What follows belongs to an exercise in optimizing a design on an open flow for small area; a production flow would make more cautious choices.
In this exercise RTL edits were held to simulation tests only and were not proved equivalent to the original.
The flow treats the clock pin as an ideal source, which a real chip does not have.

// segmental_snr_meter
module segmental_snr_meter
#(
	parameter int MAX_FRAME_LENGTH = 4096
) (
	input  logic        clk,
	input  logic        arst_n,
	input  logic        s_axis_tvalid,
	output logic        s_axis_tready,
	input  logic [31:0] s_axis_tdata,   
	input  logic        s_axis_tlast,
	output logic        m_axis_tvalid,
	input  logic        m_axis_tready,
	output logic [31:0] m_axis_tdata,   
	output logic [1:0]  m_axis_tuser,   
	input  logic        cfg_valid,
	output logic        cfg_ready,
	input  logic [12:0] cfg_data
);
Size: about 2300 cells after synthesis, roughly 88 I/O pins.
export LEC_CHECK = 0
export CAP_MARGIN = 20
export CORE_MARGIN = 2
export CORE_UTILIZATION = 60
export CTS_CLUSTER_DIAMETER = 120
export CTS_CLUSTER_SIZE = 26
export SLEW_MARGIN = 20
create_clock -name core_clock -period 15.0 [get_ports {clk}]
standard.sh (not shown) runs the stock make flow with config.mk's settings and CLKGATE_MAP_FILE= SYNTH_SCRIPT=/design/flow/synth_recipe.tcl, a recipe that flattens the netlist after the stock synthesis.
==> flow/flow/run.sh <==
#!/bin/bash
set -o pipefail
export BUFFER_PORTS_ARGS="-buffer_cell sky130_fd_sc_hd__buf_1"
bash standard.sh finish > standard.log 2>&1
status=$?
tail -n 40 standard.log
exit $status
The baseline finished with timing, DRC and antenna clean.
Rerun with:
==> flow/run.sh (new file) <==
#!/bin/bash
# synth_recipe.tcl (not shown) runs the flow's synth.tcl, then flattens the netlist and writes it again
# the make line also repeats each setting of config.mk as NAME=value (left out here)
make -C /OpenROAD-flow-scripts/flow DESIGN_CONFIG=/design/flow/config.mk WORK_HOME=/design/flow/orfs CLKGATE_MAP_FILE= SYNTH_SCRIPT=/design/flow/synth_recipe.tcl finish
CORE_UTILIZATION = 40   (was 60)
CTS_BUF_LIST = sky130_fd_sc_hd__clkbuf_8   (was default)
CTS_CLUSTER_DIAMETER = default   (was 120)
CTS_CLUSTER_SIZE = default   (was 26)
removed: flow/flow/run.sh
removed: flow/standard.sh
Effect: Maximum frequency fell by 1.6%.
Rerun with:
CTS_BUF_LIST = default   (was sky130_fd_sc_hd__clkbuf_8)
CTS_CLUSTER_DIAMETER = 120   (was default)
CTS_CLUSTER_SIZE = 26   (was default)
What happened: Cell count goes down by a few percent; wire length goes down slightly; register-to-register slack is about the same; synthesized area stays the same; worst setup slack loses 0.014 ns; sequential cell count is unchanged; utilization goes down by 1.4 points.
Rerun with:
==> flow/flow/run.sh (new file) <==
#!/bin/bash
set -o pipefail
export BUFFER_PORTS_ARGS="-buffer_cell sky130_fd_sc_hd__buf_1"
export POST_CTS_TCL="$(pwd)/flow/recover.tcl"
bash standard.sh finish > standard.log 2>&1
status=$?
tail -n 40 standard.log
exit $status
==> flow/flow/recover.tcl (new file) <==
# POST_CTS hook: after clock tree synthesis and its timing repair, downsize cells on
# paths that keep positive setup slack (OpenROAD's power recovery), then legalize.
estimate_parasitics -placement
repair_timing -recover_power 100 -setup_margin 0.3 -verbose
detailed_placement
check_placement -verbose
estimate_parasitics -placement
==> flow/standard.sh (new file) <==
#!/bin/bash
# synth_recipe.tcl (not shown) runs the flow's synth.tcl, then flattens the netlist and writes it again
# the make line also repeats each setting of config.mk as NAME=value (left out here)
make -C /OpenROAD-flow-scripts/flow DESIGN_CONFIG=/design/flow/config.mk WORK_HOME=/design/flow/orfs CLKGATE_MAP_FILE= SYNTH_SCRIPT=/design/flow/synth_recipe.tcl "${@:-finish}"
removed: flow/run.sh
Count of clock-buffer cells in the layout rose by 1. Worst setup slack gains 0.095 ns. Via count barely changes. Final area fell by 2.3%. Clock skew hardly moves.

Setup of old:
segmental_snr_meter again, from the RTL that the note above started with.
Settings: LEC_CHECK=0, CAP_MARGIN=20, CORE_MARGIN=2, CORE_UTILIZATION=40, CTS_CLUSTER_DIAMETER=120, CTS_CLUSTER_SIZE=26, SLEW_MARGIN=20; clock period 15.0 ns.
==> flow/flow/run.sh <==
#!/bin/bash
set -o pipefail
export BUFFER_PORTS_ARGS="-buffer_cell sky130_fd_sc_hd__buf_1"
bash standard.sh finish > standard.log 2>&1
status=$?
tail -n 40 standard.log
exit $status
Here is what was changed in the inputs of new compared with old.
# old
export LEC_CHECK = 0
export CAP_MARGIN = 20
export CORE_MARGIN = 2
export CORE_UTILIZATION = 40
export CTS_CLUSTER_DIAMETER = 120
export CTS_CLUSTER_SIZE = 26
export SLEW_MARGIN = 20
create_clock -name core_clock -period 15.0 [get_ports {clk}]
# new
export LEC_CHECK = 0
export CAP_MARGIN = 20
export CORE_MARGIN = 2
export CORE_UTILIZATION = 40
export CTS_CLUSTER_DIAMETER = 100
export CTS_CLUSTER_SIZE = 20
export SLEW_MARGIN = 20
create_clock -name core_clock -period 15.0 [get_ports {clk}]
==> flow/run.sh (new file) <==
#!/bin/bash
# synth_recipe.tcl (not shown) runs the flow's synth.tcl, then flattens the netlist and writes it again
# the make line also repeats each setting of config.mk as NAME=value (left out here)
make -C /OpenROAD-flow-scripts/flow DESIGN_CONFIG=/design/flow/config.mk WORK_HOME=/design/flow/orfs CLKGATE_MAP_FILE= SYNTH_SCRIPT=/design/flow/synth_recipe.tcl finish
removed: flow/flow/run.sh
removed: flow/standard.sh
[summary]
new did not stop at any stage, and its layout met the timing, design-rule and antenna checks. From old to new the numbers moved as follows: worst setup slack +42 ps; met2 demand-to-capacity share in global routing now larger. Diff old..new | flip-flop and latch count | unchanged. After detailed routing, old needs less wire than new. Summary: with old as the reference, global-route wire length before repair in new moved up by a few percent. new reports its termination of the worst setup path as r_q[0]$_DFFE_PP_ while old reports r_q[45]$_DFFE_PP_. Summary — final cell count, new relative to old: higher, by about 0.7%. Of old and new, the run reporting the lower critical path required time was new. Of old and new, new shows the lower share of the clock period used by the worst path after layout, with old above it.

==> separate check: timing with driven ports <==
The results above use ideal ports. As a check the final layouts listed here were re-extracted and re-timed, cells and wires unchanged. Step 1 (the two cells are an assumption about what drives the block):
set clk [get_ports {clk}]
set_driving_cell -lib_cell sky130_fd_sc_hd__clkbuf_16 $clk
set_driving_cell -lib_cell sky130_fd_sc_hd__buf_2 [delete_from_list [all_inputs] $clk]
Step 2 times the ports against the registers' clock, not the clock port: input delays grow and output delays shrink by t, the midpoint of the rising clock arrivals with the driver on. Slacks: no drivers / after step 1 / after step 2; pairs: no drivers / after step 1.
run	t, ns	slack for setup (ns)	worst data-port slew with drivers (ns)
the first run of note 1	0.611	1.112 / 1.112 / 1.112	0.04
the second run of note 1	0.704	0.890 / 0.890 / 0.890	0.06
the third run of note 1	0.607	0.877 / 0.877 / 0.877	0.06
the fourth run of note 1	0.611	0.972 / 0.972 / 0.972	0.06
old	0.611	0.840 / 0.840 / 0.840	0.06
new	0.638	0.881 / 0.881 / 0.881	0.06
After both steps every run listed still meets setup and hold.
